Context: an optimization exercise on an open-source flow, tuned for small area. The choices shown serve that exercise and are no tape-out recipe.
At most, simulation tests tie the RTL to the original design; equivalence was not proved.
The RTL of runs 6 to 8 was laid out without a check of its function.
Power figures rest on the tool's default switching activity, not on a simulated workload. The clock port is modelled as an ideal driver; clocking choices that lean on that would not hold on a real chip.

[flow/flow/run.sh]
#!/bin/bash
# Standard ORFS layout with buf_1 port buffers and a clock tree of larger
# sink clusters without dummy loads.
set -euo pipefail
export BUFFER_PORTS_ARGS="-buffer_cell sky130_fd_sc_hd__buf_1"
export CTS_ARGS="-sink_clustering_enable -repair_clock_nets -dont_use_dummy_load -sink_clustering_size 28 -sink_clustering_max_diameter 80"
bash standard.sh > standard.log 2>&1
[flow/standard.sh]
#!/bin/bash
# synth_recipe.tcl (not shown) runs the flow's synth.tcl, then flattens the netlist and writes it again
# the make line also repeats each setting of config.mk as NAME=value (left out here)
make -C /OpenROAD-flow-scripts/flow DESIGN_CONFIG=/design/flow/config.mk WORK_HOME=/design/flow/orfs CLKGATE_MAP_FILE= SYNTH_SCRIPT=/design/flow/synth_recipe.tcl "${@:-finish}"
[flow/config.mk]
export PLATFORM = sky130hd
export DESIGN_NAME = axi_mem
export DESIGN_NICKNAME = axi_mem
export VERILOG_FILES = /design/flow/design.v
export SDC_FILE = /design/flow/constraint.sdc
export NUM_CORES = 4
export LEC_CHECK = 0
export CAP_MARGIN = 20
export CORE_MARGIN = 2
export CORE_UTILIZATION = 60
export PLACE_DENSITY = 0.7
export SLEW_MARGIN = 20
export SYNTH_HIERARCHICAL = 1
[flow/constraint.sdc]
create_clock -name core_clock -period 6.0 [get_ports {aclk}]
set_input_delay 1.2000 -clock core_clock [delete_from_list [all_inputs] [get_ports {aclk}]]
set_output_delay 1.2000 -clock core_clock [all_outputs]
set_load 0.01 [all_outputs]
[flow/design.v]
`timescale 1ns/10ps
`default_nettype none
module axi_mem (
  input  wire        aclk,
  input  wire        arstn,
  input  wire [3:0]  arid,
  input  wire [31:0] araddr,
  input  wire [3:0]  arlen,
  input  wire [2:0]  arsize,
  input  wire        arvalid,
  output wire        arready,
  input  wire [3:0]  awid,
  input  wire [31:0] awaddr,
  input  wire [3:0]  awlen,
  input  wire [2:0]  awsize,
  input  wire        awvalid,
  output wire        awready,
  input  wire [31:0] wdata,
  input  wire [3:0]  wstrb,
  input  wire        wlast,
  input  wire        wvalid,
  output wire        wready,
  output wire [3:0]  rid,
  output wire [31:0] rdata,
  output wire [1:0]  rresp,
  output wire        rlast,
  output wire        rvalid,
  input  wire        rready,
  output wire [3:0]  bid,
  output wire [1:0]  bresp,
  output wire        bvalid,
  input  wire        bready
);
  logic       rd_busy;
  logic [3:0] rd_rem;      
  logic [3:0] rd_id;
  logic [6:0] rd_lo;
  logic [1:0] rd_sz;
  logic       rd_in_hi, rd_wrap_hi;
  logic       rd_err;      
  logic       rd_hold;
  logic [31:0] rd_hold_q;
  wire ar_hs = arvalid && !rd_busy;
  wire r_hs  = rd_busy && rready;
  wire rd_last = rd_rem == 4'd0;
  wire rd_adv  = r_hs && !rd_last;
  wire [7:0] rd_sum   = {1'b0, rd_lo} + (8'd1 << rd_sz);
  wire [6:0] rd_lo_n  = ar_hs ? araddr[6:0] : rd_sum[6:0];
  wire [1:0] rd_sz_n  = ar_hs ? arsize[1:0] : rd_sz;
  wire       rd_ok_sz = arsize <= 3'd2;
  wire       rd_in_n  = ar_hs ? rd_ok_sz && araddr[31:7] == 25'd0 :
                        rd_sum[7] ? rd_wrap_hi : rd_in_hi;
  wire       rd_err_n = !rd_in_n || (rd_sz_n[0] && rd_lo_n == 7'h7f) ||
                        (rd_sz_n[1] && rd_lo_n[6:2] == 5'h1f && rd_lo_n[1:0] != 2'b00);
  always_ff @(posedge aclk or negedge arstn) begin
    if (!arstn) rd_busy <= 1'b0;
    else if (ar_hs) rd_busy <= 1'b1;
    else if (r_hs && rd_last) rd_busy <= 1'b0;
  end
  always_ff @(posedge aclk) begin
    if (ar_hs) begin
      rd_rem     <= arlen;
      rd_id      <= arid;
      rd_sz      <= arsize[1:0];
      rd_wrap_hi <= rd_ok_sz && &araddr[31:7];
    end else if (rd_adv) begin
      rd_rem <= rd_rem - 4'd1;
    end
    if (ar_hs || rd_adv) begin
      rd_lo    <= rd_lo_n;
      rd_in_hi <= rd_in_n;
      rd_err   <= rd_err_n;
    end
  end
  logic       wr_busy;     
  logic       wr_resp;     
  logic [3:0] wr_rem;
  logic [3:0] wr_id;
  logic [6:0] wr_lo;
  logic [1:0] wr_sz;
  logic       wr_in_hi, wr_wrap_hi;
  logic       wr_bad;      
  wire aw_hs = awvalid && !wr_busy && !wr_resp;
  wire w_hs  = wvalid && wr_busy;
  wire b_hs  = wr_resp && bready;
  wire wr_last = wr_rem == 4'd0;
  wire wr_err  = !wr_in_hi || (wr_sz[0] && wr_lo == 7'h7f) ||
                 (wr_sz[1] && wr_lo[6:2] == 5'h1f && wr_lo[1:0] != 2'b00);
  wire [7:0] wr_next = {1'b0, wr_lo} + (8'd1 << wr_sz);
  always_ff @(posedge aclk or negedge arstn) begin
    if (!arstn) begin
      wr_busy <= 1'b0;
      wr_resp <= 1'b0;
    end else begin
      if (aw_hs) wr_busy <= 1'b1;
      else if (w_hs && wr_last) wr_busy <= 1'b0;
      if (w_hs && wr_last) wr_resp <= 1'b1;
      else if (b_hs) wr_resp <= 1'b0;
    end
  end
  always_ff @(posedge aclk) begin
    if (aw_hs) begin
      wr_rem     <= awlen;
      wr_id      <= awid;
      wr_lo      <= awaddr[6:0];
      wr_sz      <= awsize[1:0];
      wr_in_hi   <= awsize <= 3'd2 && awaddr[31:7] == 25'd0;
      wr_wrap_hi <= awsize <= 3'd2 && &awaddr[31:7];
      wr_bad     <= 1'b0;
    end else if (w_hs) begin
      wr_bad <= wr_bad || wr_err || (wlast != wr_last);
      if (!wr_last) begin
        wr_rem <= wr_rem - 4'd1;
        wr_lo  <= wr_next[6:0];
        if (wr_next[7]) wr_in_hi <= wr_wrap_hi;
      end
    end
  end
  logic [3:0] wr_size_mask, wr_lanes;
  always_comb begin
    case (wr_sz)
      2'd0:    wr_size_mask = 4'b0001;
      2'd1:    wr_size_mask = 4'b0011;
      default: wr_size_mask = 4'b1111;
    endcase
  end
  assign wr_lanes = wr_size_mask << wr_lo[1:0];
  wire [3:0] wr_be = {4{w_hs && !wr_err}} & wr_lanes & wstrb;
  logic [3:0] wr_be_hi_n [8];
  for (genvar k = 0; k < 8; k++) begin : g_be_hi
    assign wr_be_hi_n[k] = ~({4{wr_lo[6:4] == k}} & wr_be);
  end
  logic [31:0] src [33];
  logic [32:0] src_sel;
  logic [31:0] grp_n [11];
  always_ff @(posedge aclk) begin
    rd_hold   <= rd_busy && !rready;
    rd_hold_q <= rdata;
  end
  wire rd_live = !rd_hold && !rd_err;
  assign src[32]     = rd_hold_q;
  assign src_sel[32] = rd_hold;
  for (genvar j = 0; j < 32; j++) begin : g_word
    wire wsel_n = wr_lo[3:2] != j % 4;
    logic [3:0] we;
    for (genvar i = 0; i < 4; i++) begin : g_we
      axi_mem_nor2 u_we (.a_n (wsel_n), .b_n (wr_be_hi_n[j/4][i]), .y (we[i]));
    end
    wire [3:0] we_n = ~we;
    logic [31:0] word, word_d;
    for (genvar b = 0; b < 32; b++) begin : g_bit
      axi_mem_a22o u_next (
        .q    (word[b]),
        .keep (we_n[b/8]),
        .d    (wdata[b]),
        .load (we[b/8]),
        .y    (word_d[b])
      );
    end
    always_ff @(posedge aclk) word <= word_d;
    assign src[j]     = word;
    assign src_sel[j] = rd_live && rd_lo[6:2] == j;
  end
  for (genvar g = 0; g < 11; g++) begin : g_grp
    for (genvar b = 0; b < 32; b++) begin : g_bit
      axi_mem_aoi222 u_aoi (
        .s (src_sel[3*g +: 3]),
        .d ({src[3*g+2][b], src[3*g+1][b], src[3*g][b]}),
        .y_n (grp_n[g][b])
      );
    end
  end
  logic [31:0] rd_word;
  always_comb begin
    rd_word = '0;
    for (int g = 0; g < 11; g++) rd_word = rd_word | ~grp_n[g];
  end
  assign arready = !rd_busy;
  assign rvalid  = rd_busy;
  assign rid     = rd_id;
  assign rdata   = rd_word;
  assign rresp   = {rd_err, 1'b0};
  assign rlast   = rd_last;
  assign awready = !wr_busy && !wr_resp;
  assign wready  = wr_busy;
  assign bvalid  = wr_resp;
  assign bid     = wr_id;
  assign bresp   = {wr_bad, 1'b0};
endmodule
module axi_mem_aoi222 (
  input  wire [2:0] s,
  input  wire [2:0] d,
  output wire       y_n
);
  assign y_n = ~|(s & d);
endmodule
module axi_mem_a22o (
  input  wire q,
  input  wire keep,
  input  wire d,
  input  wire load,
  output wire y
);
  assign y = (q & keep) | (d & load);
endmodule
module axi_mem_nor2 (
  input  wire a_n,
  input  wire b_n,
  output wire y
);
  assign y = ~(a_n | b_n);
endmodule
`default_nettype wire
==> impl_metrics.toml, run 1 <==
[outcome]
status = "finished clean"

[critical_path]
critical_path_class = "reg2out"
slowest_delay_ns = 0.81
cp_num_cells = 10
crit_slowest_cell = "nor2_2"
crit_chain = "buf_4, nor3b_1, nand3_1, nor2_2, buf_4, a222oi_1, nand4_1, nor2_1, nand4_1, buf_1"
crit_path_start_kind = "register"
crit_buf_inv = 3
timing.rr.start = "wr_lo[4]"
crit_fanout = 34
crit_family = "simple AND/OR/NAND/NOR gates"
end_kind = "primary output"
cp.arrival_ns = 4.13
required_ns = 4.80
r2r_cells = 8
crit_start = "rd_hold"
timing.rr.end = "g_word[30].word[0]"
r2r_setup_slack_ns = 2.05
critPathCapture = "rdata[1]"

[timing]
maxSlewHeadroom_pct = 20.9
tightest_slew_ns = 1.18
rsz0062_at_grt = "no"
period_share_pct = 88.8
timing.fmax_ghz = 0.188
tns_ns = 0
final_max_slew_viol_count = 0
skew_ns = 0.0473
finalSetupViolCount = 0
period_needed_ns = 5.33
hold_viol = 0

[drt]
drt-total-wl_mm = 125
dr.pass1.iters = 8
vias_per_cell = 7.49
wl_per_cell_um = 29.1
ant_nets = 0
drt_iter0_drc = 5551
via_count = 32200
drc = 0

[power_and_ir_drop]
vdd_drop_max_uv = 294
power_leakage_nw = 15.1
seq_power_share_pct = 59.6
p_sw_share_pct = 29.3
power_mw = 17.4
clkPwrFrac_pct = 20.4
switchingPower_mw = 5.11
p_per_area_nw_per_um2 = 417
p_int_mw = 12.3
pwr-share-comb_pct = 20.0

[logic_synthesis]
synth.top_cell.area_share_pct = 55.3
yosys_warnings = 12
synth_top_family_by_area = "compound AO/OA/AOI/OAI gates"
synthMuxAreaShare_pct = 0.108
yosys.area_share.simple_pct = 5.76
synth_area_um2 = 38400
synth-xor-area-share_pct = 0.320
yosys-top-cells-area = "dfxtp_1, a22o_1, a222oi_1"
synth_top_flop_cell = "dfxtp_1"
yosysSeqAreaShare_pct = 58.4
synth_fa_ha_area_share_pct = 0.431
synth_area_per_cell_um2 = 12.1
netlist_instances = 3176
synth_compound_area_share_pct = 33.3
synth_common_cells = "dfxtp_1, a22o_1, a222oi_1"
ys_ff_latch = 1100
synth_edf_count = 37
synthMostInstantiatedCell = "dfxtp_1"
async_reset_ff_share_pct = 0.273
yosys.area.top_type = "dfxtp_1"
ys_types = 51

[floorplanning]
dieArea_um2 = 66000
die_y_um = 257
io_pins = 180
coreArea_um2 = 63200
die_width_um = 257
start_util_pct = 60.7
rows = 92

[grt]
grt_pass1_wl_mm = 188
grt_use_total_pct = 36.3
antenna_found_initial = 0
grt-ovfl-total = 0
grt_max_degree = 35
grt_pass1_vias = 30900

[clocking]
cts_buffers = 46
cts_tree = "done"
clockBufferDepth = 3
cts.sinks = 1100
clock-root-buffer = "clkbuf_16"
cts_resized = 0
clk_pin_slew_worst_paths_ns = 0.11
clock_latency_ns = 0.63
cts_setup_buffers = 0
cts_hold_buf = 0
cts_max_level = 2

[placed_design]
gp_congestion = 0.954
dp_hpwl_mm = 81.5
port_buffers = 177

[final_layout]
nets = 3590
utilization_pct = 66.1
area_growth_pct = 8.95
insertedDiodeCount = 0
drive_gt1_share_pct = 5.11

[job]
maxCapViolCount = 0

[worst_hold_path]
hold_class = "in2async"
[sequential cells by signal (all words and copies together) (netlist names), 2 cells and up]
name / count
rd_rem: 4
g_word.word: 1024
wr_rem: 4
wr_sz: 2
wr_lo: 7
rd_sz: 2
rd_hold_q: 32
rd_id: 4
wr_id: 4
rd_lo: 7
[placed cells by master (no fill, tap or decap), types with 10 or more instances in the layout]
cell / synthesis / layout
dfxtp_1: 1060 / 1060
a22o_1: 1024 / 1024
a222oi_1: 352 / 352
nor2_1: 223 / 191
buf_1: 1 / 155
inv_1: 143 / 143
nand4_1: 112 / 112
buf_4: 4 / 62
nand2_1: 61 / 60
clkbuf_16: 0 / 46
edfxtp_1: 37 / 37
nor2_2: 0 / 26
clkbuf_2: 0 / 22
a21oi_1: 21 / 21
nor4_1: 12 / 12
ha_1: 10 / 10
[modules after synthesis, one instance, submodules excluded]
module	flip-flops and latches	cells inside	area, µm²
axi_mem_a22o	0	1	8.76
axi_mem_aoi222	0	1	10.0
axi_mem_nor2	0	1	3.75
axi_mem	1100	1672	25400
[through the flow]
stage          setup WS [ns]  cells  hold WS [ns]  area, µm²
2_1_floorplan           2.07   3177         0.442      38400
3_3_place_gp            1.59   4245         0.463      40600
3_5_place_dp            1.53   4245         0.456      40600
4_1_cts                0.846   4291         0.374      41800
5_1_grt                0.614   4292         0.391      41800
6_report               0.670   4292         0.396      41800
[per-layer routing]
metal | global-route usage [%] | up-vias | share of wire (%) | routed length [µm]
met5 | 0 | - | 0 | 0
li1 | - | 13900 | - | -
met3 | 6.83 | 319 | 12 | 15200
met2 | 54.2 | 2193 | 43 | 53900
met4 | 16.1 | 0 | 4.7 | 5860
met1 | 51.3 | 15800 | 40 | 49900
[worst min-delay path by stage]
stage	endpoint	cells past startpoint	slack (ns)
2_1_floorplan	wr_bad	1	0.44
3_5_place_dp	wr_bad	1	0.46
6_report	rd_busy	1	0.40
4_1_cts	rd_busy	1	0.37
5_1_grt	rd_busy	1	0.39
3_3_place_gp	wr_bad	1	0.46
[logic make-up (layout without fill, tap and decap cells)]
group	count (synthesis)	in the layout
AND/OR/NAND/NOR	459	459
multiplexers	4	4
buffers and inverters	161	430
other	1	2
AO/OA/AOI/OAI	1425	1425
flip-flops	1100	1100
adder cells (fa/ha/maj)	12	12
XOR/XNOR	14	14
[final cells by class]
| type | instances | area (µm²) |
|---|---|---|
| flip-flops and latches | 1100 | 22400 |
| fillers | 4879 | 21400 |
| multi-input cells | 1916 | 15500 |
| repair buffers | 240 | 1180 |
| clock buffers | 46 | 1150 |
| well taps | 846 | 1060 |
| inverters | 144 | 541 |
[power by group through the flow]
| stage | clock [mW] | sequential (mW) | combinational, mW |
|---|---|---|---|
| 2_1_floorplan | 0 | 10.0 | 2.42 |
| 3_3_place_gp | 0 | 10.4 | 3.29 |
| 3_5_place_dp | 0 | 10.5 | 3.42 |
| 4_1_cts | 3.59 | 10.3 | 3.43 |
| 5_1_grt | 3.85 | 10.5 | 3.71 |
| 6_report | 3.56 | 10.4 | 3.49 |
==> run 2: changes to the inputs <==
--- a/flow/design.v
+++ b/flow/design.v
@@ -39,7 +39,6 @@
   logic       rd_in_hi, rd_wrap_hi;
   logic       rd_err;      
   logic       rd_hold;
-  logic [31:0] rd_hold_q;
   wire ar_hs = arvalid && !rd_busy;
   wire r_hs  = rd_busy && rready;
   wire rd_last = rd_rem == 4'd0;
@@ -130,16 +129,21 @@
   for (genvar k = 0; k < 8; k++) begin : g_be_hi
     assign wr_be_hi_n[k] = ~({4{wr_lo[6:4] == k}} & wr_be);
   end
+  logic mem_phase;
+  always_ff @(posedge aclk) mem_phase <= !mem_phase;
+  wire [31:0] wdata_p = wdata ^ {32{mem_phase}};
   logic [31:0] src [33];
   logic [32:0] src_sel;
   logic [31:0] grp_n [11];
+  logic [31:0] rd_raw;
+  logic [31:0] rd_raw_q;
   always_ff @(posedge aclk) begin
-    rd_hold   <= rd_busy && !rready;
-    rd_hold_q <= rdata;
+    rd_hold  <= rd_busy && !rready;
+    rd_raw_q <= rd_raw;
   end
   wire rd_live = !rd_hold && !rd_err;
-  assign src[32]     = rd_hold_q;
-  assign src_sel[32] = rd_hold;
+  assign src[32]     = ~rd_raw_q;
+  assign src_sel[32] = rd_hold && !rd_err;
   for (genvar j = 0; j < 32; j++) begin : g_word
     wire wsel_n = wr_lo[3:2] != j % 4;
     logic [3:0] we;
@@ -149,11 +153,11 @@
     wire [3:0] we_n = ~we;
     logic [31:0] word, word_d;
     for (genvar b = 0; b < 32; b++) begin : g_bit
-      axi_mem_a22o u_next (
+      axi_mem_o22ai u_next (
         .q    (word[b]),
+        .load (we[b/8]),
         .keep (we_n[b/8]),
-        .d    (wdata[b]),
-        .load (we[b/8]),
+        .d    (wdata_p[b]),
         .y    (word_d[b])
       );
     end
@@ -170,11 +174,11 @@
       );
     end
   end
-  logic [31:0] rd_word;
   always_comb begin
-    rd_word = '0;
-    for (int g = 0; g < 11; g++) rd_word = rd_word | ~grp_n[g];
-  end
+    rd_raw = '0;
+    for (int g = 0; g < 11; g++) rd_raw = rd_raw | ~grp_n[g];
+  end
+  wire [31:0] rd_word = rd_raw ^ {32{mem_phase && !rd_err}};
   assign arready = !rd_busy;
   assign rvalid  = rd_busy;
   assign rid     = rd_id;
@@ -194,14 +198,14 @@
 );
   assign y_n = ~|(s & d);
 endmodule
-module axi_mem_a22o (
+module axi_mem_o22ai (
   input  wire q,
+  input  wire load,
   input  wire keep,
   input  wire d,
-  input  wire load,
   output wire y
 );
-  assign y = (q & keep) | (d & load);
+  assign y = ~((q | load) & (keep | d));
 endmodule
 module axi_mem_nor2 (
   input  wire a_n,
==> run 2 against run 1 <==
Effect of this change: die area fell by 4.4%; non-clock buffer count increased by 14; clock skew up 0.018 ns.
==> impl_metrics.toml, run 2 <==
[final_layout]
top_register = "g_word.word"
area_growth_pct = 9.88
top_regs = "g_word.word (1024), rd_raw_q (32)"
final_common_cell = "dfxtp_1"
largest_reg_flops = 1024
insertedDiodeCount = 0
fin_area_um2 = 40300
drive_gt1_share_pct = 5.83
mostFrequentLayoutCells = "dfxtp_1, o22ai_1, a222oi_1, nor2_1, inv_1"
nets = 3711

[critical_path]
cp_common_cell = "nand4_1"
critical_path_class = "reg2out"
required_ns = 4.80
end_kind = "primary output"
crit_path_start_kind = "register"
crit_chain = "nor3b_1, nand2_1, nor2_2, buf_4, a222oi_1, nand4_1, nor2_1, nand4_1, xor2_1, buf_1"
crit_buf_inv = 2
crit_fanout = 17
cp.arrival_ns = 4.06
slowest_delay_ns = 0.80
timing.rr.end = "g_word[15].word[9]"
r2r_cells = 8
crit_slowest_cell = "nor2_2"
r2r_setup_slack_ns = 2.66
critPathCapture = "rdata[0]"
crit_family = "simple AND/OR/NAND/NOR gates"
timing.rr.start = "wr_sz[1]"
cp_num_cells = 10
crit_start = "rd_lo[6]"

[timing]
tns_ns = 0
skew_ns = 0.0655
timing.fmax_ghz = 0.190
tightest_slew_ns = 1.21
final_max_slew_viol_count = 0
period_share_pct = 87.7
finalSetupViolCount = 0
maxSlewHeadroom_pct = 19.4
period_needed_ns = 5.26
hold_viol = 0
rsz0062_at_grt = "no"

[drt]
via_count = 32600
vias_per_cell = 7.49
wl_per_cell_um = 28.3
dr.pass1.iters = 13
ant_nets = 0
drt-total-wl_mm = 123
drc = 0
drt_iter0_drc = 6602

[grt]
grt_pass1_wl_mm = 184
grt_max_degree = 33
grt-ovfl-total = 0
grt_pass1_vias = 30400
grt_use_total_pct = 37.6
antenna_found_initial = 4

[logic_synthesis]
ys_types = 59
yosys-top-cells-area = "dfxtp_1, o22ai_1, a222oi_1"
synth_top_flop_cell = "dfxtp_1"
netlist_instances = 3292
synth_area_um2 = 36600
synth_area_per_cell_um2 = 11.1
synth_edf_count = 37
yosys.area.top_type = "dfxtp_1"
async_reset_ff_share_pct = 0.272
yosys_warnings = 12
yosysSeqAreaShare_pct = 61.2
ys_ff_latch = 1101
synthMostInstantiatedCell = "dfxtp_1"
synth.top_cell.area_share_pct = 58.0
synth_common_cells = "dfxtp_1, o22ai_1, a222oi_1"

[floorplanning]
die_width_um = 251
rows = 90
coreArea_um2 = 60400
io_pins = 180
die_y_um = 251
dieArea_um2 = 63100
start_util_pct = 60.7

[outcome]
status = "finished clean"

[clocking]
clk_pin_slew_worst_paths_ns = 0.11
clock_latency_ns = 0.65
cts_setup_buffers = 0
cts.sinks = 1101
cts_hold_buf = 0
cts_resized = 0
clockBufferDepth = 3
cts_max_level = 2
cts_buffers = 45
cts_tree = "done"
clock-root-buffer = "clkbuf_16"

[placed_design]
gp_congestion = 1.05
dp_hpwl_mm = 82.4
port_buffers = 177
placed_area_um2 = 39100

[job]
maxCapViolCount = 0

[power_and_ir_drop]
power_leakage_nw = 13.9
power_mw = 19.4
p_per_area_nw_per_um2 = 481
vdd_drop_max_uv = 372

[worst_hold_path]
hold_class = "in2async"
## run 2: cell type report
class                   count  area (µm²)
fillers                  4692       20100
clock buffers              45        1130
inverters                 180         678
repair buffers            254        1270
well taps                 782         978
flip-flops and latches   1101       22400
multi-input cells        1987       13800
## run 2: worst min-delay path by stage
stage,start,endpoint,slack (ns),cells past startpoint
2_1_floorplan,g_word[0].word[0],g_word[0].word[0],0.42,1
3_3_place_gp,g_word[21].word[10],g_word[21].word[10],0.43,1
3_5_place_dp,g_word[15].word[1],g_word[15].word[1],0.44,1
4_1_cts,arstn,wr_busy,0.36,1
5_1_grt,arstn,wr_busy,0.38,1
6_report,arstn,wr_resp,0.38,1
## run 2: worst register-to-register path, delay by kind of cell, from the launching register on
| kind | cells | cell delay [ns] |
|---|---|---|
| buffers and inverters | 1 | 0.35 |
| DFF | 1 | 0.52 |
| and+or+nand+nor | 4 | 1.76 |
| AOI/OAI and AO/OA | 3 | 0.67 |
## run 2: power breakdown
part	leakage (nW)	switching [mW]	internal, mW
Sequential	9.99	1.65	10.0
Combinational	3.40	2.47	1.73
Clock	0.555	2.17	1.35
Total	13.9	6.29	13.1
## run 2: cells by family after synthesis
group                    after synthesis  share of synthesized area (%)
multiplexers                           6                          0.184
other                                  1                         0.0102
XOR/XNOR                              74                           1.77
AO/OA/AOI/OAI                       1430                           28.1
flip-flops                          1101                           61.2
adder cells (fa/ha/maj)               12                          0.451
buffers and inverters                205                           2.23
AND/OR/NAND/NOR                      463                           6.08
## run 2: per-stage QoR
stage	utilization (%)	setup slack, ns	instances	hold slack [ns]
after floorplan	-	2.10	3293	0.421
after CTS	66.7	0.902	4349	0.363
final	66.7	0.735	4349	0.378
after detailed placement	64.8	1.59	4304	0.436
after global placement	64.8	1.64	4302	0.428
after global routing	66.7	0.689	4349	0.383
## run 2: modules after synthesis, one instance, submodules excluded
module / cells / flops+latches / cell area (µm²) / copies in the design
axi_mem: 1788 / 1101 / 26200 / 1
axi_mem_nor2: 1 / 0 / 3.75 / 128
axi_mem_aoi222: 1 / 0 / 10.0 / 352
axi_mem_o22ai: 1 / 0 / 6.26 / 1024
## run 2: layer usage
| metal | vias to the layer above | track usage (%) | wire [µm] | share of wire (%) |
|---|---|---|---|---|
| li1 | 14300 | - | - | - |
| met1 | 15600 | 52.1 | 48100 | 39 |
| met2 | 2364 | 57.0 | 53600 | 43 |
| met3 | 381 | 8.69 | 15800 | 13 |
| met4 | 6 | 15.7 | 5660 | 4.6 |
| met5 | - | 0 | 35 | 0.028 |
==> run 3: changes to the inputs <==
--- a/flow/design.v
+++ b/flow/design.v
@@ -136,13 +136,13 @@
   logic [32:0] src_sel;
   logic [31:0] grp_n [11];
   logic [31:0] rd_raw;
-  logic [31:0] rd_raw_q;
+  logic [31:0] rd_raw_q;      
   always_ff @(posedge aclk) begin
     rd_hold  <= rd_busy && !rready;
-    rd_raw_q <= rd_raw;
+    rd_raw_q <= ~rd_raw;
   end
   wire rd_live = !rd_hold && !rd_err;
-  assign src[32]     = ~rd_raw_q;
+  assign src[32]     = rd_raw_q;
   assign src_sel[32] = rd_hold && !rd_err;
   for (genvar j = 0; j < 32; j++) begin : g_word
     wire wsel_n = wr_lo[3:2] != j % 4;
==> run 3 against run 2 <==
Effect of this change: sequential power about the same; non-clock buffer count decreased by 2; register-to-register slack got worse by 0.52 ns; die area fell by 0.33%; synthesized cell count is 0.97% lower; worst setup slack gained 0.19 ns; count of clock-buffer cells in the layout grew 2.
==> impl_metrics.toml, run 3 <==
[drt]
drt-total-wl_mm = 121
ant_nets = 0
dr.pass1.iters = 9
wl_per_cell_um = 27.9
drt_iter0_drc = 5017
vias_per_cell = 7.46
drc = 0
via_count = 32200

[logic_synthesis]
synthMostInstantiatedCell = "dfxtp_1"
synth-xor-area-share_pct = 1.77
synth_top_flop_cell = "dfxtp_1"
synth_edf_count = 37
yosys.area.top_type = "dfxtp_1"
synth_compound_area_share_pct = 28.2
async_reset_ff_share_pct = 0.272
synth.top_cell.area_share_pct = 58.2
synth_area_um2 = 36500
synth_fa_ha_area_share_pct = 0.452
ys_types = 59
yosys_warnings = 12
synth_common_cells = "dfxtp_1, o22ai_1, a222oi_1"
yosys-top-cells-area = "dfxtp_1, o22ai_1, a222oi_1"
netlist_instances = 3260
synth_top_family_by_area = "compound AO/OA/AOI/OAI gates"
ys_ff_latch = 1101
synth_area_per_cell_um2 = 11.2
yosys.area_share.simple_pct = 6.10
synthMuxAreaShare_pct = 0.185
yosysSeqAreaShare_pct = 61.4

[floorplanning]
dieArea_um2 = 62900
coreArea_um2 = 60200
io_pins = 180
rows = 90
start_util_pct = 60.6
die_y_um = 251
die_width_um = 251

[clocking]
clk_pin_slew_worst_paths_ns = 0.11
clockBufferDepth = 3
cts_buffers = 47
cts_max_level = 2
cts_tree = "done"
clock_latency_ns = 0.65
cts_setup_buffers = 0
cts.sinks = 1101
cts_hold_buf = 0
cts_resized = 0
clock-root-buffer = "clkbuf_16"

[timing]
tns_ns = 0
period_share_pct = 84.6
hold_viol = 0
period_needed_ns = 5.08
tightest_slew_ns = 1.32
finalSetupViolCount = 0
maxSlewHeadroom_pct = 12.0
timing.fmax_ghz = 0.197
rsz0062_at_grt = "no"
fin_ws_ns = 0.922
final_max_slew_viol_count = 0
skew_ns = 0.0510

[final_layout]
largest_reg_flops = 1024
drive_gt1_share_pct = 5.88
multi_input_area_um2 = 13800
final_common_cell = "dfxtp_1"
area_growth_pct = 9.90
top_regs = "g_word.word (1024), rd_raw_q (32)"
mostFrequentLayoutCells = "dfxtp_1, o22ai_1, a222oi_1, buf_1, nor2_1"
top_register = "g_word.word"
fillCellCount = 4726
register_area_um2 = 22400
insertedDiodeCount = 0
nets = 3679

[critical_path]
required_ns = 4.80
cp.arrival_ns = 3.88
end_kind = "primary output"
crit_fanout = 17
critical_path_class = "reg2out"
crit_path_start_kind = "register"
r2r_cells = 9

[placed_design]
port_buffers = 177
dp_hpwl_mm = 79.9
gp_congestion = 0.985
pre_cts_slack_ns = 1.74

[power_and_ir_drop]
vdd_drop_max_uv = 329
power_mw = 19.3
power_leakage_nw = 13.8
p_per_area_nw_per_um2 = 480

[worst_hold_path]
hold_class = "in2async"

[grt]
grt_pass1_vias = 31000
antenna_found_initial = 1
grt_use_total_pct = 37.1
grt-ovfl-total = 0
grt_pass1_wl_mm = 182
grt_max_degree = 34

[outcome]
status = "finished clean"

[job]
maxCapViolCount = 0
run 3: final timing paths:
kind	startpoint	to	slack (ns)
max	rd_lo[6]	rdata[5]	0.92
min	arstn	rd_busy	0.38
max reg2reg	wr_lo[2]	g_word[29].word[16]	2.14
min reg2reg	g_word[25].word[0]	g_word[25].word[0]	0.45
max in group asynchronous	arstn	wr_busy	5.40
min in group core_clock	g_word[25].word[0]	g_word[25].word[0]	0.45
run 3: cells by family (layout without fill, tap and decap cells):
family,after synthesis,count (layout)
DFF,1101,1101
other,1,2
buffers and inverters,173,447
adders and majority gates,12,12
xor gates and xnor gates,74,74
AOI/OAI and AO/OA,1430,1430
muxes,6,6
and+or+nand+nor,463,463
run 3: per-module statistics from Yosys (local to each module, per instance):
module / area [µm²] / flops+latches
axi_mem_o22ai: 6.26 / 0
axi_mem_nor2: 3.75 / 0
axi_mem_aoi222: 10.0 / 0
axi_mem: 26100 / 1101
run 3: worst max-delay path, cell delays in order, from the launching register on:
cell	delay (ns)
edfxtp_1	0.52
nor3b_1	0.37
nand2_1	0.22
nor2_2	0.78
buf_4	0.37
a222oi_1	0.19
nand4_1	0.17
nor3_1	0.11
xnor2_1	0.30
buf_1	0.21
run 3: cell type report:
cell class,instances,area share (%)
inverter,148,1.39
sequential,1101,55.9
timing repair buffer,252,3.06
clock buffer,47,2.93
tap,782,2.44
multi-input combinational,1987,34.3
run 3: metal layers:
layer	vias to the layer above	global-route usage, %	wire, µm
li1	14200	-	-
met1	15500	50.5	47800
met2	2154	57.1	52700
met3	353	7.24	13700
met4	0	18.2	6260
met5	-	0	0
run 3: stage by stage:
stage	hold slack, ns	instances	utilization (%)	instance area, µm²
floorplan	0.421	3261	-	36500
global placement	0.428	4270	64.7	39000
detailed placement	0.436	4270	64.7	39000
CTS	0.375	4317	66.6	40100
global route	0.388	4317	66.6	40100
finish	0.379	4317	66.6	40100
run 3: power by group:
group	internal, mW	total, mW	switching, mW
sequential	10.0	11.6	1.58
clock	1.41	3.59	2.18
combinational	1.74	4.10	2.36
==> run 4: changes to the inputs <==
--- a/flow/config.mk
+++ b/flow/config.mk
@@ -7,7 +7,7 @@
 export LEC_CHECK = 0
 export CAP_MARGIN = 20
 export CORE_MARGIN = 2
-export CORE_UTILIZATION = 60
-export PLACE_DENSITY = 0.7
+export CORE_UTILIZATION = 70
+export PLACE_DENSITY = 0.8
 export SLEW_MARGIN = 20
 export SYNTH_HIERARCHICAL = 1
==> run 4 against run 3 <==
Effect of this change: synthesized cell count stayed put; highest routed layer unchanged; clock skew down 0.0051 ns; critical endpoint is now rdata[7]; utilization up 11 points; still clean; combinational power rose by 2%; global-route usage rose by 6.2 points; sequential cell count unchanged; worst setup slack worse by 0.031 ns; register-to-register slack better by 0.43 ns.
==> impl_metrics.toml, run 4 <==
[grt]
grt_max_degree = 33
grt_use_total_pct = 43.3
grt-ovfl-total = 0
grt_pass1_wl_mm = 182
antenna_found_initial = 0
grt_pass1_vias = 31500

[logic_synthesis]
synth_edf_count = 37
yosys.area.top_type = "dfxtp_1"
synthMuxAreaShare_pct = 0.185
yosysSeqAreaShare_pct = 61.4
synth.top_cell.area_share_pct = 58.2
synth_area_per_cell_um2 = 11.2
ys_ff_latch = 1101
yosys-top-cells-area = "dfxtp_1, o22ai_1, a222oi_1"
yosys_warnings = 12
synth_fa_ha_area_share_pct = 0.452
netlist_instances = 3260
synth-xor-area-share_pct = 1.77
synth_top_family_by_area = "compound AO/OA/AOI/OAI gates"
ys_types = 59
synth_top_flop_cell = "dfxtp_1"
synth_area_um2 = 36500
yosys.area_share.simple_pct = 6.10
synthMostInstantiatedCell = "dfxtp_1"
synth_compound_area_share_pct = 28.2
async_reset_ff_share_pct = 0.272
synth_common_cells = "dfxtp_1, o22ai_1, a222oi_1"

[final_layout]
insertedDiodeCount = 0
area_growth_pct = 9.53
top_regs = "g_word.word (1024), rd_raw_q (32)"
mostFrequentLayoutCells = "dfxtp_1, o22ai_1, a222oi_1, buf_1, nor2_1"
final_common_cell = "dfxtp_1"
fillCellCount = 3371
fin_area_um2 = 40000
largest_reg_flops = 1024
drive_gt1_share_pct = 5.78
top_register = "g_word.word"
nets = 3674

[floorplanning]
io_pins = 180
start_util_pct = 71.1
die_width_um = 232
dieArea_um2 = 54000
die_y_um = 232
coreArea_um2 = 51400
rows = 83

[timing]
final_max_slew_viol_count = 0
period_share_pct = 85.2
maxSlewHeadroom_pct = 20.9
finalSetupViolCount = 0
tightest_slew_ns = 1.18
period_needed_ns = 5.11
rsz0062_at_grt = "no"
fin_ws_ns = 0.891
skew_ns = 0.0460
hold_viol = 0
timing.fmax_ghz = 0.196
fin_hold_ws_ns = 0.385
tns_ns = 0

[placed_design]
placed_area_um2 = 38800
dp_hpwl_mm = 79.7
port_buffers = 177
gp_congestion = 1.03
pre_cts_slack_ns = 1.72

[drt]
ant_nets = 0
drt_iter0_drc = 6823
drc = 0
wl_per_cell_um = 28.7
vias_per_cell = 7.88
dr.pass1.iters = 17
via_count = 33200
drt-total-wl_mm = 121

[clocking]
cts.sinks = 1101
clock_latency_ns = 0.63
cts_setup_buffers = 0
cts_tree = "done"
cts_buffers = 45
clock-root-buffer = "clkbuf_16"
clockBufferDepth = 3
cts_resized = 0
cts_hold_buf = 0
clk_pin_slew_worst_paths_ns = 0.11
cts_max_level = 2

[critical_path]
end_kind = "primary output"
cp.arrival_ns = 3.91
crit_buf_inv = 2
crit_family = "simple AND/OR/NAND/NOR gates"
crit_chain = "nor3b_1, nand2_1, nor2_2, buf_4, a222oi_1, nand4_1, nor3_1, xnor2_1, buf_1"
crit_slowest_cell = "nor2_2"
crit_path_start_kind = "register"
required_ns = 4.80
critical_path_class = "reg2out"
slowest_delay_ns = 0.95
crit_fanout = 17

[power_and_ir_drop]
p_per_area_nw_per_um2 = 482
power_leakage_nw = 13.8
power_mw = 19.3
vdd_drop_max_uv = 484

[worst_hold_path]
hold_class = "in2async"

[job]
maxCapViolCount = 0

[outcome]
status = "finished clean"
## run 4: changes by cell type in the layout (fill, tap and decap cells not counted), sizes merged
cell and delta:
buf -3, clkbuf -2
## run 4: stage by stage
stage	std cells	util, %
final	4210	77.8
after global routing	4210	77.8
after CTS	4209	77.7
after detailed placement	4164	75.5
after global placement	4164	75.5
after floorplan	3261	-
## run 4: final timing paths
check                                    start             endpoint  slack [ns]  depth (start not counted)
max reg2reg                           wr_lo[0]    g_word[9].word[9]        2.57                          8
min                                      arstn              wr_busy        0.38                          1
max in group asynchronous                arstn              rd_busy        5.39                          1
max                                   rd_lo[6]             rdata[7]        0.89                          9
min reg2reg                g_word[25].word[29]  g_word[25].word[29]        0.45                          1
min in group core_clock    g_word[25].word[29]  g_word[25].word[29]        0.45                          1
## run 4: area by class of cell
class,count,area (µm²),area share [%]
repair buffers,249,1220,3.06
inverters,148,558,1.39
well taps,680,851,2.13
clock buffers,45,1130,2.81
flip-flops and latches,1101,22400,56.1
multi-input cells,1987,13800,34.5
## run 4: modules after synthesis, one instance, submodules excluded
module	cell area [µm²]	copies in the design
axi_mem	26100	1
axi_mem_nor2	3.75	128
axi_mem_o22ai	6.26	1024
axi_mem_aoi222	10.0	352
## run 4: cell families after synthesis
group	after synthesis
AO/OA/AOI/OAI	1430
other	1
AND/OR/NAND/NOR	463
adder cells (fa/ha/maj)	12
XOR/XNOR	74
flip-flops	1101
buffers and inverters	173
multiplexers	6
## run 4: layer usage
metal	up-vias	routed length [µm]	track usage (%)
met5	-	0	0
met4	0	7060	23.2
met3	518	17800	11.0
met2	2818	51200	63.7
met1	15700	44700	58.8
li1	14200	-	-
## run 4: report_power, final
part	switching, mW	internal (mW)	total (mW)
sequential	1.63	10.0	11.6
combinational	2.41	1.75	4.17
clock	2.15	1.35	3.50
total	6.19	13.1	19.3
==> run 5: changes to the inputs <==
--- a/flow/design.v
+++ b/flow/design.v
@@ -131,7 +131,10 @@
   end
   logic mem_phase;
   always_ff @(posedge aclk) mem_phase <= !mem_phase;
-  wire [31:0] wdata_p = wdata ^ {32{mem_phase}};
+  wire [31:0] wdata_p;
+  for (genvar i = 0; i < 4; i++) begin : g_wdata_p
+    assign wdata_p[8*i +: 8] = (wdata[8*i +: 8] ^ {8{mem_phase}}) | {8{!wr_be[i]}};
+  end
   logic [31:0] src [33];
   logic [32:0] src_sel;
   logic [31:0] grp_n [11];
@@ -150,13 +153,13 @@
     for (genvar i = 0; i < 4; i++) begin : g_we
       axi_mem_nor2 u_we (.a_n (wsel_n), .b_n (wr_be_hi_n[j/4][i]), .y (we[i]));
     end
-    wire [3:0] we_n = ~we;
+    wire keep = wr_lo[6:2] != j;
     logic [31:0] word, word_d;
     for (genvar b = 0; b < 32; b++) begin : g_bit
       axi_mem_o22ai u_next (
         .q    (word[b]),
         .load (we[b/8]),
-        .keep (we_n[b/8]),
+        .keep (keep),
         .d    (wdata_p[b]),
         .y    (word_d[b])
       );
--- a/flow/config.mk
+++ b/flow/config.mk
@@ -7,7 +7,7 @@
 export LEC_CHECK = 0
 export CAP_MARGIN = 20
 export CORE_MARGIN = 2
-export CORE_UTILIZATION = 70
-export PLACE_DENSITY = 0.8
+export CORE_UTILIZATION = 60
+export PLACE_DENSITY = 0.7
 export SLEW_MARGIN = 20
 export SYNTH_HIERARCHICAL = 1
==> run 5 against run 4 <==
Effect of this change: global-route usage grew 0.38 points; critical path type unchanged; first-iteration DRC count is 6.1% lower; maximum frequency decreased by 6.7%; worst hold slack better by 0.013 ns; still clean; count of clock-buffer cells in the layout increased by 1.
==> impl_metrics.toml, run 5 <==
[grt]
grt_use_total_pct = 43.7
grt_max_degree = 35
antenna_found_initial = 8
grt_pass1_vias = 32500
grt-ovfl-total = 0
grt_pass1_wl_mm = 207

[timing]
maxSlewHeadroom_pct = 14.9
tns_ns = 0
rsz0062_at_grt = "no"
fin_ws_ns = 0.521
fin_hold_ws_ns = 0.397
final_max_slew_viol_count = 0
timing.fmax_ghz = 0.183
hold_viol = 0
period_share_pct = 91.3
finalSetupViolCount = 0
tightest_slew_ns = 1.27
skew_ns = 0.0574
period_needed_ns = 5.48

[power_and_ir_drop]
vdd_drop_max_uv = 327
p_per_area_nw_per_um2 = 505
power_mw = 20.1
power_leakage_nw = 13.6

[final_layout]
fillCellCount = 4736
register_area_um2 = 22400
drive_gt1_share_pct = 5.66
mostFrequentLayoutCells = "dfxtp_1, o22ai_1, a222oi_1, buf_1, nor2_1"
area_growth_pct = 9.45
final_common_cell = "dfxtp_1"
fin_area_um2 = 39800
instances_no_fill = 4266
top_register = "g_word.word"
utilization_pct = 66.2
nets = 3624
top_regs = "g_word.word (1024), rd_raw_q (32)"
largest_reg_flops = 1024
multi_input_area_um2 = 13900

[floorplanning]
dieArea_um2 = 62600
rows = 90
io_pins = 180
die_y_um = 250
coreArea_um2 = 60100
die_width_um = 250
start_util_pct = 60.5

[logic_synthesis]
yosysSeqAreaShare_pct = 61.6
yosys_warnings = 12
synthMostInstantiatedCell = "dfxtp_1"
async_reset_ff_share_pct = 0.272
synth_area_per_cell_um2 = 11.3
synth_area_um2 = 36400
yosys-top-cells-area = "dfxtp_1, o22ai_1, a222oi_1"
ys_ff_latch = 1101
netlist_instances = 3210
synth_edf_count = 37
synth_common_cells = "dfxtp_1, o22ai_1, a222oi_1"
synth_top_flop_cell = "dfxtp_1"
ys_types = 63
yosys.area.top_type = "dfxtp_1"
synth.top_cell.area_share_pct = 58.4

[drt]
via_count = 34000
drt-total-wl_mm = 142
drc = 0
dr.pass1.iters = 10
wl_per_cell_um = 33.3
ant_nets = 0
vias_per_cell = 7.97
drt_iter0_drc = 6407

[outcome]
status = "finished clean"

[job]
maxCapViolCount = 0

[critical_path]
r2r_setup_slack_ns = 1.73
end_kind = "primary output"
crit_path_start_kind = "register"
crit_start = "rd_lo[3]"
critical_path_class = "reg2out"
timing.rr.end = "g_word[30].word[5]"
crit_fanout = 32
required_ns = 4.80
timing.rr.start = "wr_lo[6]"
critPathCapture = "rdata[4]"
cp.arrival_ns = 4.28
r2r_cells = 7

[clocking]
cts_setup_buffers = 0
clock_latency_ns = 0.64
clockBufferDepth = 3
clk_pin_slew_worst_paths_ns = 0.11
cts_buffers = 46
cts_max_level = 2
cts_hold_buf = 0
cts.sinks = 1101
clock-root-buffer = "clkbuf_16"
cts_tree = "done"
cts_resized = 0

[placed_design]
placed_area_um2 = 38700
placed_cells = 4216
pre_cts_slack_ns = 1.50
gp_congestion = 0.972
port_buffers = 177
dp_hpwl_mm = 89.5

[worst_hold_path]
hold_class = "in2async"
[run 5: modules after synthesis, one instance, submodules excluded]
module          times used  flip-flops and latches
axi_mem                  1                    1101
axi_mem_aoi222         352                       0
axi_mem_nor2           128                       0
axi_mem_o22ai         1024                       0
[run 5: area by class of cell]
type                    instances  share of cell area [%]
diodes                          4                  0.0251
clock buffers                  46                    2.89
inverters                      24                   0.226
multi-input cells            2053                    34.9
flip-flops and latches       1101                    56.3
well taps                     782                    2.46
repair buffers                256                    3.18
[run 5: worst min-delay path by stage]
stage                             startpoint                  to  slack, ns  cells after the start
after floorplan            g_word[0].word[0]   g_word[0].word[0]       0.42                      1
after global routing                   arstn             wr_resp       0.40                      1
after detailed placement  g_word[12].word[4]  g_word[12].word[4]       0.44                      1
after global placement    g_word[0].word[23]  g_word[0].word[23]       0.43                      1
final                                  arstn             wr_resp       0.40                      1
after CTS                              arstn             wr_resp       0.39                      1
[run 5: layer usage]
metal  wire length [µm]  vias up  GRT usage, %
met3              21600      608          14.2
met4              10200        4          26.6
met2              59200     2807          63.9
met1              50900    16400          56.3
met5                 27        -         0.232
li1                   -    14200             -
[run 5: kinds of logic after synthesis]
family / share of synthesized area [%]
compound gates: 28.3
xor+xnor: 1.78
fa+ha+maj: 0.454
buf+inv: 0.746
flops: 61.6
mux: 0.148
other cells: 0.0103
simple gates: 6.89
[run 5: worst max-delay path: stages, from the launching register on]
cell and delay (ns):
edfxtp_1 0.44, nand2b_1 0.59, nor2_2 0.08, buf_4 0.34, a222oi_1 0.56, nand3_1 0.34, nor3_1 0.89, xnor2_1 0.21
buf_1 0.17
[run 5: where the power goes]
group / internal [mW] / total, mW / switching (mW)
Sequential: 10.0 / 11.5 / 1.49
Combinational: 1.89 / 4.98 / 3.09
Clock: 1.38 / 3.59 / 2.21
==> run 6: changes to the inputs <==
--- a/flow/design.v
+++ b/flow/design.v
@@ -38,7 +38,9 @@
   logic [1:0] rd_sz;
   logic       rd_in_hi, rd_wrap_hi;
   logic       rd_err;      
+  logic [31:0] rd_sel;     
   logic       rd_hold;
+  logic [31:0] rd_hold_q;
   wire ar_hs = arvalid && !rd_busy;
   wire r_hs  = rd_busy && rready;
   wire rd_last = rd_rem == 4'd0;
@@ -69,6 +71,11 @@
       rd_lo    <= rd_lo_n;
       rd_in_hi <= rd_in_n;
       rd_err   <= rd_err_n;
+    end
+  end
+  for (genvar j = 0; j < 32; j++) begin : g_rsel
+    always_ff @(posedge aclk) begin
+      rd_sel[j] <= (ar_hs || rd_adv) && !rd_err_n && rd_lo_n[6:2] == j;
     end
   end
   logic       wr_busy;     
@@ -125,67 +132,26 @@
   end
   assign wr_lanes = wr_size_mask << wr_lo[1:0];
   wire [3:0] wr_be = {4{w_hs && !wr_err}} & wr_lanes & wstrb;
-  logic [3:0] wr_be_hi_n [8];
-  for (genvar k = 0; k < 8; k++) begin : g_be_hi
-    assign wr_be_hi_n[k] = ~({4{wr_lo[6:4] == k}} & wr_be);
+  logic [31:0] rd_or [33];
+  always_ff @(posedge aclk) begin
+    rd_hold   <= rd_busy && !rready;
+    rd_hold_q <= rdata;
   end
-  logic mem_phase;
-  always_ff @(posedge aclk) mem_phase <= !mem_phase;
-  wire [31:0] wdata_p;
-  for (genvar i = 0; i < 4; i++) begin : g_wdata_p
-    assign wdata_p[8*i +: 8] = (wdata[8*i +: 8] ^ {8{mem_phase}}) | {8{!wr_be[i]}};
+  assign rd_or[0] = {32{rd_hold}} & rd_hold_q;
+  for (genvar j = 0; j < 32; j++) begin : g_word
+    wire wsel = wr_lo[6:2] == j;
+    logic [31:0] word;
+    for (genvar i = 0; i < 4; i++) begin : g_lane
+      always_ff @(posedge aclk) begin
+        if (wsel && wr_be[i]) word[8*i +: 8] <= wdata[8*i +: 8];
+      end
+    end
+    assign rd_or[j+1] = rd_or[j] | ({32{rd_sel[j]}} & word);
   end
-  logic [31:0] src [33];
-  logic [32:0] src_sel;
-  logic [31:0] grp_n [11];
-  logic [31:0] rd_raw;
-  logic [31:0] rd_raw_q;      
-  always_ff @(posedge aclk) begin
-    rd_hold  <= rd_busy && !rready;
-    rd_raw_q <= ~rd_raw;
-  end
-  wire rd_live = !rd_hold && !rd_err;
-  assign src[32]     = rd_raw_q;
-  assign src_sel[32] = rd_hold && !rd_err;
-  for (genvar j = 0; j < 32; j++) begin : g_word
-    wire wsel_n = wr_lo[3:2] != j % 4;
-    logic [3:0] we;
-    for (genvar i = 0; i < 4; i++) begin : g_we
-      axi_mem_nor2 u_we (.a_n (wsel_n), .b_n (wr_be_hi_n[j/4][i]), .y (we[i]));
-    end
-    wire keep = wr_lo[6:2] != j;
-    logic [31:0] word, word_d;
-    for (genvar b = 0; b < 32; b++) begin : g_bit
-      axi_mem_o22ai u_next (
-        .q    (word[b]),
-        .load (we[b/8]),
-        .keep (keep),
-        .d    (wdata_p[b]),
-        .y    (word_d[b])
-      );
-    end
-    always_ff @(posedge aclk) word <= word_d;
-    assign src[j]     = word;
-    assign src_sel[j] = rd_live && rd_lo[6:2] == j;
-  end
-  for (genvar g = 0; g < 11; g++) begin : g_grp
-    for (genvar b = 0; b < 32; b++) begin : g_bit
-      axi_mem_aoi222 u_aoi (
-        .s (src_sel[3*g +: 3]),
-        .d ({src[3*g+2][b], src[3*g+1][b], src[3*g][b]}),
-        .y_n (grp_n[g][b])
-      );
-    end
-  end
-  always_comb begin
-    rd_raw = '0;
-    for (int g = 0; g < 11; g++) rd_raw = rd_raw | ~grp_n[g];
-  end
-  wire [31:0] rd_word = rd_raw ^ {32{mem_phase && !rd_err}};
   assign arready = !rd_busy;
   assign rvalid  = rd_busy;
   assign rid     = rd_id;
-  assign rdata   = rd_word;
+  assign rdata   = rd_or[32];
   assign rresp   = {rd_err, 1'b0};
   assign rlast   = rd_last;
   assign awready = !wr_busy && !wr_resp;
@@ -194,27 +160,4 @@
   assign bid     = wr_id;
   assign bresp   = {wr_bad, 1'b0};
 endmodule
-module axi_mem_aoi222 (
-  input  wire [2:0] s,
-  input  wire [2:0] d,
-  output wire       y_n
-);
-  assign y_n = ~|(s & d);
-endmodule
-module axi_mem_o22ai (
-  input  wire q,
-  input  wire load,
-  input  wire keep,
-  input  wire d,
-  output wire y
-);
-  assign y = ~((q | load) & (keep | d));
-endmodule
-module axi_mem_nor2 (
-  input  wire a_n,
-  input  wire b_n,
-  output wire y
-);
-  assign y = ~(a_n | b_n);
-endmodule
 `default_nettype wire
==> flow/flow/run.sh (replaced) <==
#!/bin/bash
# Standard ORFS layout with smaller port buffers and a clock tree without dummy loads.
set -euo pipefail
export BUFFER_PORTS_ARGS="-buffer_cell sky130_fd_sc_hd__buf_1"
export CTS_ARGS="-sink_clustering_enable -repair_clock_nets -dont_use_dummy_load"
bash standard.sh > standard.log 2>&1
--- a/flow/config.mk
+++ b/flow/config.mk
@@ -7,7 +7,5 @@
 export LEC_CHECK = 0
 export CAP_MARGIN = 20
 export CORE_MARGIN = 2
-export CORE_UTILIZATION = 60
-export PLACE_DENSITY = 0.7
+export CORE_UTILIZATION = 40
 export SLEW_MARGIN = 20
-export SYNTH_HIERARCHICAL = 1
==> run 6 against run 5 <==
Effect of this change: synthesized area is 14% higher; first-iteration DRC count is 34% lower; register-to-register slack improved by 0.60 ns; die area is 70% higher.
==> impl_metrics.toml, run 6 <==
[timing]
final_max_slew_viol_count = 0
tightest_slew_ns = 1.24
rsz0062_at_grt = "no"
skew_ns = 0.0692
hold_viol = 0
period_needed_ns = 4.44
maxSlewHeadroom_pct = 17.7
finalSetupViolCount = 0
fin_hold_ws_ns = 0.397
timing.fmax_ghz = 0.225
period_share_pct = 74.1
tns_ns = 0

[clocking]
cts_buffers = 109
clock_latency_ns = 0.69
cts_setup_buffers = 0
cts.sinks = 1132
cts_max_level = 3
clk_pin_slew_worst_paths_ns = 0.06
cts_resized = 0
clockBufferDepth = 3
cts_tree = "done"
clock-root-buffer = "clkbuf_16"
cts_hold_buf = 0

[logic_synthesis]
synth-xor-area-share_pct = 0.275
netlist_instances = 2389
yosysSeqAreaShare_pct = 80.3
yosys_warnings = 2
synth_compound_area_share_pct = 11.4
synth_edf_count = 1061
ys_types = 71
synth_fa_ha_area_share_pct = 0.398
yosys-top-cells-area = "edfxtp_1, a22oi_1, dfxtp_1"
synth_area_um2 = 41500
yosys.area_share.simple_pct = 5.96
synth_area_per_cell_um2 = 17.4
synth_top_family_by_area = "compound AO/OA/AOI/OAI gates"
async_reset_ff_share_pct = 0.265
synthMuxAreaShare_pct = 0.130
ys_ff_latch = 1132
synth_top_flop_cell = "edfxtp_1"
yosys.area.top_type = "edfxtp_1"
synthMostInstantiatedCell = "edfxtp_1"
synth.top_cell.area_share_pct = 76.8
synth_common_cells = "edfxtp_1, a22oi_1, nor2_1"

[floorplanning]
dieArea_um2 = 106000
start_util_pct = 40.2
io_pins = 180
die_y_um = 326
die_width_um = 326
coreArea_um2 = 103000
rows = 118

[drt]
wl_per_cell_um = 33.7
drc = 0
drt-total-wl_mm = 134
drt_iter0_drc = 4213
ant_nets = 0
dr.pass1.iters = 7
vias_per_cell = 6.40
via_count = 25400

[final_layout]
final_common_cell = "edfxtp_1"
top_regs = "g_word.word (1024), rd_hold_q (32), rd_sel (32)"
drive_gt1_share_pct = 9.86
insertedDiodeCount = 0
area_growth_pct = 11.9
largest_reg_flops = 1024
top_register = "g_word.word"
fillCellCount = 8805
nets = 2731
mostFrequentLayoutCells = "edfxtp_1, a22oi_1, buf_1, a22o_1, a221oi_1"
utilization_pct = 45.0

[grt]
antenna_found_initial = 0
grt_pass1_wl_mm = 187
grt-ovfl-total = 0
grt_max_degree = 33
grt_use_total_pct = 24.6
grt_pass1_vias = 25100

[critical_path]
required_ns = 4.80
crit_chain = "a22o_1, a221oi_1, nand4_1, nor3_1, nand2_1, buf_1"
slowest_delay_ns = 0.68
crit_path_start_kind = "register"
crit_slowest_cell = "dfxtp_2"
cp.arrival_ns = 3.24
crit_fanout = 32
end_kind = "primary output"
r2r_setup_slack_ns = 2.33
critical_path_class = "reg2out"

[job]
maxCapViolCount = 0

[power_and_ir_drop]
p_per_area_nw_per_um2 = 423
power_mw = 19.6
vdd_drop_max_uv = 265
power_leakage_nw = 14.2

[worst_hold_path]
hold_class = "in2async"

[outcome]
status = "finished clean"

[placed_design]
dp_hpwl_mm = 83.5
gp_congestion = 0.900
port_buffers = 177
[run 6: layer usage]
| metal | GRT usage, % | wire length, µm | up-vias |
|---|---|---|---|
| met5 | 0 | 0 | - |
| met4 | 9.15 | 5330 | 0 |
| met3 | 5.33 | 15500 | 284 |
| met2 | 39.0 | 62300 | 1854 |
| met1 | 33.5 | 50800 | 13000 |
| li1 | - | - | 10200 |
[run 6: where the power goes]
part,leakage [nW],switching (mW),total [mW],internal [mW]
registers,10.2,0.514,9.55,9.03
clock network,1.34,2.64,5.80,3.16
logic,2.72,3.01,4.28,1.27
[run 6: cell type report]
| cell class | count | area [µm²] | share of cell area (%) |
|---|---|---|---|
| clock buffers | 109 | 2730 | 5.88 |
| inverters | 15 | 56.3 | 0.121 |
| multi-input cells | 1109 | 7540 | 16.2 |
| flip-flops and latches | 1132 | 33300 | 71.8 |
| well taps | 1380 | 1730 | 3.72 |
| repair buffers | 222 | 1020 | 2.20 |
[run 6: kinds of logic (layout without fill, tap and decap cells)]
family,Yosys count,in the layout
muxes,5,5
xor gates and xnor gates,13,13
other,1,2
DFF,1132,1132
adders and majority gates,12,12
and+or+nand+nor,498,498
AOI/OAI and AO/OA,579,579
buffers and inverters,149,346
[run 6: worst paths after layout]
kind / startpoint / depth (start not counted) / end
worst min register to register: rd_hold_q[31] / 2 / rd_hold_q[31]
worst min-delay path: arstn / 1 / wr_resp
min in group core_clock: rd_hold_q[31] / 2 / rd_hold_q[31]
worst max register to register: wr_lo[4] / 5 / g_word[14].word[10]
max in group asynchronous: arstn / 1 / rd_busy
worst max-delay path: rd_sel[27] / 6 / rdata[4]
[run 6: stage by stage]
stage          cell area (µm²)  std cells  setup WS (ns)
2_1_floorplan            41500       2390           3.19
3_3_place_gp             43700       3856           2.16
3_5_place_dp             43700       3857           2.15
4_1_cts                  46400       3966           1.62
5_1_grt                  46400       3967           1.52
6_report                 46400       3967           1.56
[run 6: worst max-delay path, delay by kind of cell (launching register included)]
kind,cells,cell delay (ns)
flops,1,0.68
compound gates,2,0.89
simple gates,3,0.85
buf+inv,1,0.18
==> run 7: changes to the inputs <==
==> flow/flow/run.sh (replaced) <==
#!/bin/bash
# Standard ORFS layout with buf_1 port buffers and a clock tree of larger
# sink clusters without dummy loads.
set -euo pipefail
export BUFFER_PORTS_ARGS="-buffer_cell sky130_fd_sc_hd__buf_1"
export CTS_ARGS="-sink_clustering_enable -repair_clock_nets -dont_use_dummy_load -sink_clustering_size 32 -sink_clustering_max_diameter 100"
bash standard.sh > standard.log 2>&1
--- a/flow/config.mk
+++ b/flow/config.mk
@@ -7,5 +7,6 @@
 export LEC_CHECK = 0
 export CAP_MARGIN = 20
 export CORE_MARGIN = 2
-export CORE_UTILIZATION = 40
+export CORE_UTILIZATION = 60
+export PLACE_DENSITY = 0.7
 export SLEW_MARGIN = 20
==> run 7 against run 6 <==
Effect of this change: still clean; power fell by 12%; count of clock-buffer cells in the layout shrank 68; global-route usage up 12 points; sequential share of layout area is 4.0 points higher; via count increased by 0.17%; design area shrank 5.3%; utilization is 19 points higher; combinational power barely moved; wire length fell by 3.6%; final cell count is 15% lower; synthesized cell count is the same; clock power fell by about 40%; largest cell class unchanged; highest routed layer unchanged.
==> impl_metrics.toml, run 7 <==
[critical_path]
r2r_cells = 5
crit_path_start_kind = "register"
crit_fanout = 32
cp.arrival_ns = 3.23
required_ns = 4.80
critical_path_class = "reg2out"
end_kind = "primary output"

[timing]
final_max_slew_viol_count = 0
tightest_slew_ns = 1.26
tns_ns = 0
period_needed_ns = 4.43
skew_ns = 0.0647
hold_viol = 0
maxSlewHeadroom_pct = 15.8
timing.fmax_ghz = 0.226
period_share_pct = 73.8
fin_hold_ws_ns = 0.369
rsz0062_at_grt = "no"
finalSetupViolCount = 0

[final_layout]
insertedDiodeCount = 0
final_common_cell = "edfxtp_1"
area_growth_pct = 5.99
largest_reg_flops = 1024
top_regs = "g_word.word (1024), rd_hold_q (32), rd_sel (32)"
top_register = "g_word.word"
nets = 2644
drive_gt1_share_pct = 7.20
mostFrequentLayoutCells = "edfxtp_1, a22oi_1, buf_1"

[drt]
via_count = 25400
drc = 0
dr.pass1.iters = 9
vias_per_cell = 7.52
drt_iter0_drc = 4955
ant_nets = 0
wl_per_cell_um = 38.2
drt-total-wl_mm = 129

[logic_synthesis]
yosys.area_share.simple_pct = 5.96
ys_ff_latch = 1132
synth_fa_ha_area_share_pct = 0.398
yosys_warnings = 2
yosysSeqAreaShare_pct = 80.3
synthMuxAreaShare_pct = 0.130
synth_top_family_by_area = "compound AO/OA/AOI/OAI gates"
synth_common_cells = "edfxtp_1, a22oi_1, nor2_1"
synth_top_flop_cell = "edfxtp_1"
yosys.area.top_type = "edfxtp_1"
synthMostInstantiatedCell = "edfxtp_1"
synth_area_per_cell_um2 = 17.4
synth_area_um2 = 41500
synth-xor-area-share_pct = 0.275
synth_compound_area_share_pct = 11.4
netlist_instances = 2389
synth_edf_count = 1061
ys_types = 71
async_reset_ff_share_pct = 0.265
yosys-top-cells-area = "edfxtp_1, a22oi_1, dfxtp_1"
synth.top_cell.area_share_pct = 76.8

[grt]
grt_use_total_pct = 36.3
grt_pass1_vias = 24200
antenna_found_initial = 1
grt_max_degree = 33
grt-ovfl-total = 0
grt_pass1_wl_mm = 180

[power_and_ir_drop]
p_per_area_nw_per_um2 = 391
power_leakage_nw = 13.3
vdd_drop_max_uv = 274

[floorplanning]
die_width_um = 267
dieArea_um2 = 71200
rows = 96
coreArea_um2 = 68500
die_y_um = 267
io_pins = 180
start_util_pct = 60.6

[outcome]
status = "finished clean"

[clocking]
cts_setup_buffers = 0
cts_resized = 0
clockBufferDepth = 3
cts_buffers = 41
cts_max_level = 2
clock_latency_ns = 0.65
cts_hold_buf = 0
cts.sinks = 1132
clk_pin_slew_worst_paths_ns = 0.12
cts_tree = "done"
clock-root-buffer = "clkbuf_16"

[placed_design]
dp_hpwl_mm = 80.4
gp_congestion = 0.974
port_buffers = 177

[worst_hold_path]
hold_class = "in2async"

[job]
maxCapViolCount = 0
[run 7: cell counts after synthesis]
No cell type changed its count.
[run 7: cell type report]
cell class	count	area (µm²)
Clock buffer	41	1030
Fill cell	4742	24500
Inverter	15	56.3
Multi-Input combinational cell	1109	7530
Sequential cell	1132	33300
Tap cell	882	1100
Timing Repair Buffer	203	911
[run 7: through the flow]
step | setup WS (ns) | cell area, µm² | util (%) | power, mW | cells
global placement | 2.32 | 42900 | 62.7 | 13.7 | 3339
CTS | 1.76 | 43900 | 64.2 | 17.0 | 3380
finish | 1.57 | 44000 | 64.2 | 17.2 | 3382
floorplan | 3.19 | 41500 | - | 11.8 | 2390
global route | 1.58 | 44000 | 64.2 | 17.7 | 3382
detailed placement | 2.27 | 42900 | 62.7 | 13.8 | 3339
[run 7: worst paths after layout]
path / startpoint / end / slack, ns
setup reg to reg: wr_lo[4] / g_word[1].word[8] / 2.56
hold reg to reg: rd_hold_q[8] / rd_hold_q[8] / 0.49
max in group asynchronous: arstn / rd_busy / 5.43
hold / removal: arstn / wr_busy / 0.37
setup / recovery: rd_sel[12] / rdata[28] / 1.57
min in group core_clock: rd_hold_q[8] / rd_hold_q[8] / 0.49
[run 7: cell families after synthesis]
family	after synthesis
compound gates	579
simple gates	498
mux	5
other cells	1
fa+ha+maj	12
xor+xnor	13
flops	1132
buf+inv	149
[run 7: metal layers]
| layer | global-route usage (%) | up-vias | part of all wire [%] |
|---|---|---|---|
| li1 | - | 10000 | - |
| met1 | 51.0 | 12600 | 35 |
| met2 | 54.1 | 2453 | 45 |
| met3 | 8.88 | 388 | 15 |
| met4 | 17.3 | 0 | 5.7 |
| met5 | 0 | - | 0 |
[run 7: power breakdown]
part	total (mW)	switching, mW	internal [mW]
Sequential	9.49	0.471	9.02
Clock	3.47	2.22	1.25
Combinational	4.25	2.98	1.27
[run 7: worst max-delay path: stages, from the launching register on]
cell	delay [ns]
dfxtp_2	0.33
buf_4	0.31
a22o_1	0.32
a221oi_1	0.60
nand4_1	0.24
nor3_1	0.38
nand2_1	0.22
buf_1	0.18
==> run 8: changes to the inputs <==
--- a/flow/config.mk
+++ b/flow/config.mk
@@ -7,6 +7,6 @@
 export LEC_CHECK = 0
 export CAP_MARGIN = 20
 export CORE_MARGIN = 2
-export CORE_UTILIZATION = 60
-export PLACE_DENSITY = 0.7
+export CORE_UTILIZATION = 75
+export PLACE_DENSITY = 0.85
 export SLEW_MARGIN = 20
==> run 8 against run 7 <==
Effect of this change: still clean; combinational power about the same; power shrank 0.36%; worst hold slack worse by 0.0057 ns; synthesized cell count is the same; non-clock buffer count grew 5; via count up 3.6%; maximum frequency shrank 3.7%; clock power decreased by 1%; die area decreased by 20%; largest power group unchanged; highest routed layer is now met5.
==> impl_metrics.toml, run 8 <==
[drt]
wl_per_cell_um = 38.6
ant_nets = 0
dr.pass1.iters = 7
drt-total-wl_mm = 124
drt_iter0_drc = 5513
vias_per_cell = 8.20
drc = 0

[floorplanning]
rows = 86
io_pins = 180
coreArea_um2 = 54900
start_util_pct = 75.6
die_width_um = 239
dieArea_um2 = 57200

[clocking]
cts_setup_buffers = 0
cts_hold_buf = 0
cts_tree = "done"
cts.sinks = 1132
clockBufferDepth = 3
clock_latency_ns = 0.64
cts_max_level = 2
clock-root-buffer = "clkbuf_16"

[timing]
finalSetupViolCount = 0
skew_ns = 0.0415
period_needed_ns = 4.60
maxSlewHeadroom_pct = 11.5
period_share_pct = 76.6
tns_ns = 0
timing.fmax_ghz = 0.218
tightest_slew_ns = 1.33
final_max_slew_viol_count = 0
fin_hold_ws_ns = 0.364

[grt]
grt_max_degree = 33
antenna_found_initial = 4
grt-ovfl-total = 0
grt_pass1_vias = 25100
grt_use_total_pct = 44.0

[critical_path]
end_kind = "primary output"
timing.rr.end = "g_word[28].word[0]"
timing.rr.start = "wr_lo[4]"
cp.arrival_ns = 3.40
crit_fanout = 32
critical_path_class = "reg2out"
r2r_setup_slack_ns = 2.58
required_ns = 4.80

[logic_synthesis]
synth_edf_count = 1061
synth_area_per_cell_um2 = 17.4
synth_top_flop_cell = "edfxtp_1"
ys_types = 71
yosysSeqAreaShare_pct = 80.3
synth_common_cells = "edfxtp_1, a22oi_1, nor2_1"
yosys.area.top_type = "edfxtp_1"
netlist_instances = 2389
synth_area_um2 = 41500
yosys-top-cells-area = "edfxtp_1, a22oi_1, dfxtp_1"
ys_ff_latch = 1132
synth.top_cell.area_share_pct = 76.8
synthMostInstantiatedCell = "edfxtp_1"

[placed_design]
dp_hpwl_mm = 75.5
port_buffers = 177

[final_layout]
final_common_cell = "edfxtp_1"
mostFrequentLayoutCells = "edfxtp_1, a22oi_1, buf_1, a22o_1, a221oi_1"
top_regs = "g_word.word (1024), rd_hold_q (32), rd_sel (32)"
area_growth_pct = 5.54
top_register = "g_word.word"
nets = 2649
drive_gt1_share_pct = 7.11

[power_and_ir_drop]
power_leakage_nw = 13.4
vdd_drop_max_uv = 423

[worst_hold_path]
hold_class = "in2async"

[job]
maxCapViolCount = 0

[outcome]
status = "finished clean"
run 8: cell types whose count changed in the layout (fill, tap and decap cells not counted), sizes merged:
cell / previous run / this run
clkbuf: 72 / 73
diode: 0 / 2
buf: 172 / 176
run 8: critical path, stage by stage, from the launching register on:
cell and delay [ns]:
dfxtp_2 0.72, a22o_1 0.44, a221oi_1 0.79, nand4_1 0.18, nor3_1 0.35, nand2_1 0.12
buf_1 0.15
run 8: per-layer routing:
metal  part of all wire [%]  global-route usage, %  wire length, µm  vias up
li1                       -                      -                -    10000
met1                     30                   58.8            37700    12500
met2                     43                   64.2            53700     3185
met3                     19                   16.4            23800      658
met4                    6.9                   23.3             8570        6
met5                  0.066                  0.260               82        -
run 8: power breakdown:
part	switching [mW]	total (mW)	leakage [nW]	internal [mW]
Sequential	0.444	9.46	10.2	9.02
Combinational	3.00	4.27	2.71	1.27
Clock	2.17	3.42	0.505	1.24
run 8: cell type report:
type | count | area, µm²
Sequential cell | 1132 | 33300
Fill cell | 2786 | 11100
Multi-Input combinational cell | 1109 | 7540
Clock buffer | 41 | 1030
Timing Repair Buffer | 208 | 941
Tap cell | 704 | 881
Inverter | 15 | 56.3
Antenna cell | 2 | 5.00
run 8: logic make-up after synthesis:
family,share of synthesized area [%]
buf+inv,1.59
xor+xnor,0.275
other cells,0.00904
mux,0.130
compound gates,11.4
simple gates,5.96
fa+ha+maj,0.398
flops,80.3
run 8: through the flow:
step	cell area [µm²]	cells	power (mW)	worst slack, ns	util, %
floorplan	41500	2390	11.8	3.19	-
global placement	42700	3166	13.5	2.15	77.8
detailed placement	42700	3166	13.6	2.03	77.8
CTS	43700	3207	16.9	1.74	79.7
global route	43800	3209	17.4	1.51	79.8
finish	43800	3211	17.1	1.40	79.8
run 8: worst max-delay path by stage:
stage	startpoint	to	slack, ns	cells after the start
after floorplan	arvalid	rd_sel[10]	3.19	6
after global placement	arvalid	rd_sel[10]	2.15	7
after detailed placement	arvalid	rd_sel[10]	2.03	7
after CTS	rd_sel[16]	rdata[24]	1.74	6
after global routing	rd_sel[22]	rdata[12]	1.51	6
final	rd_sel[22]	rdata[12]	1.40	6

Re-timed with assumed drivers on the ports (clkbuf_16 on the clock, buf_2 on other inputs), run 8 has 1.336 ns of setup slack against 1.403 ns with ideal ports, and 1.930 ns once port delays also move by the mid clock arrival of 0.689 ns.
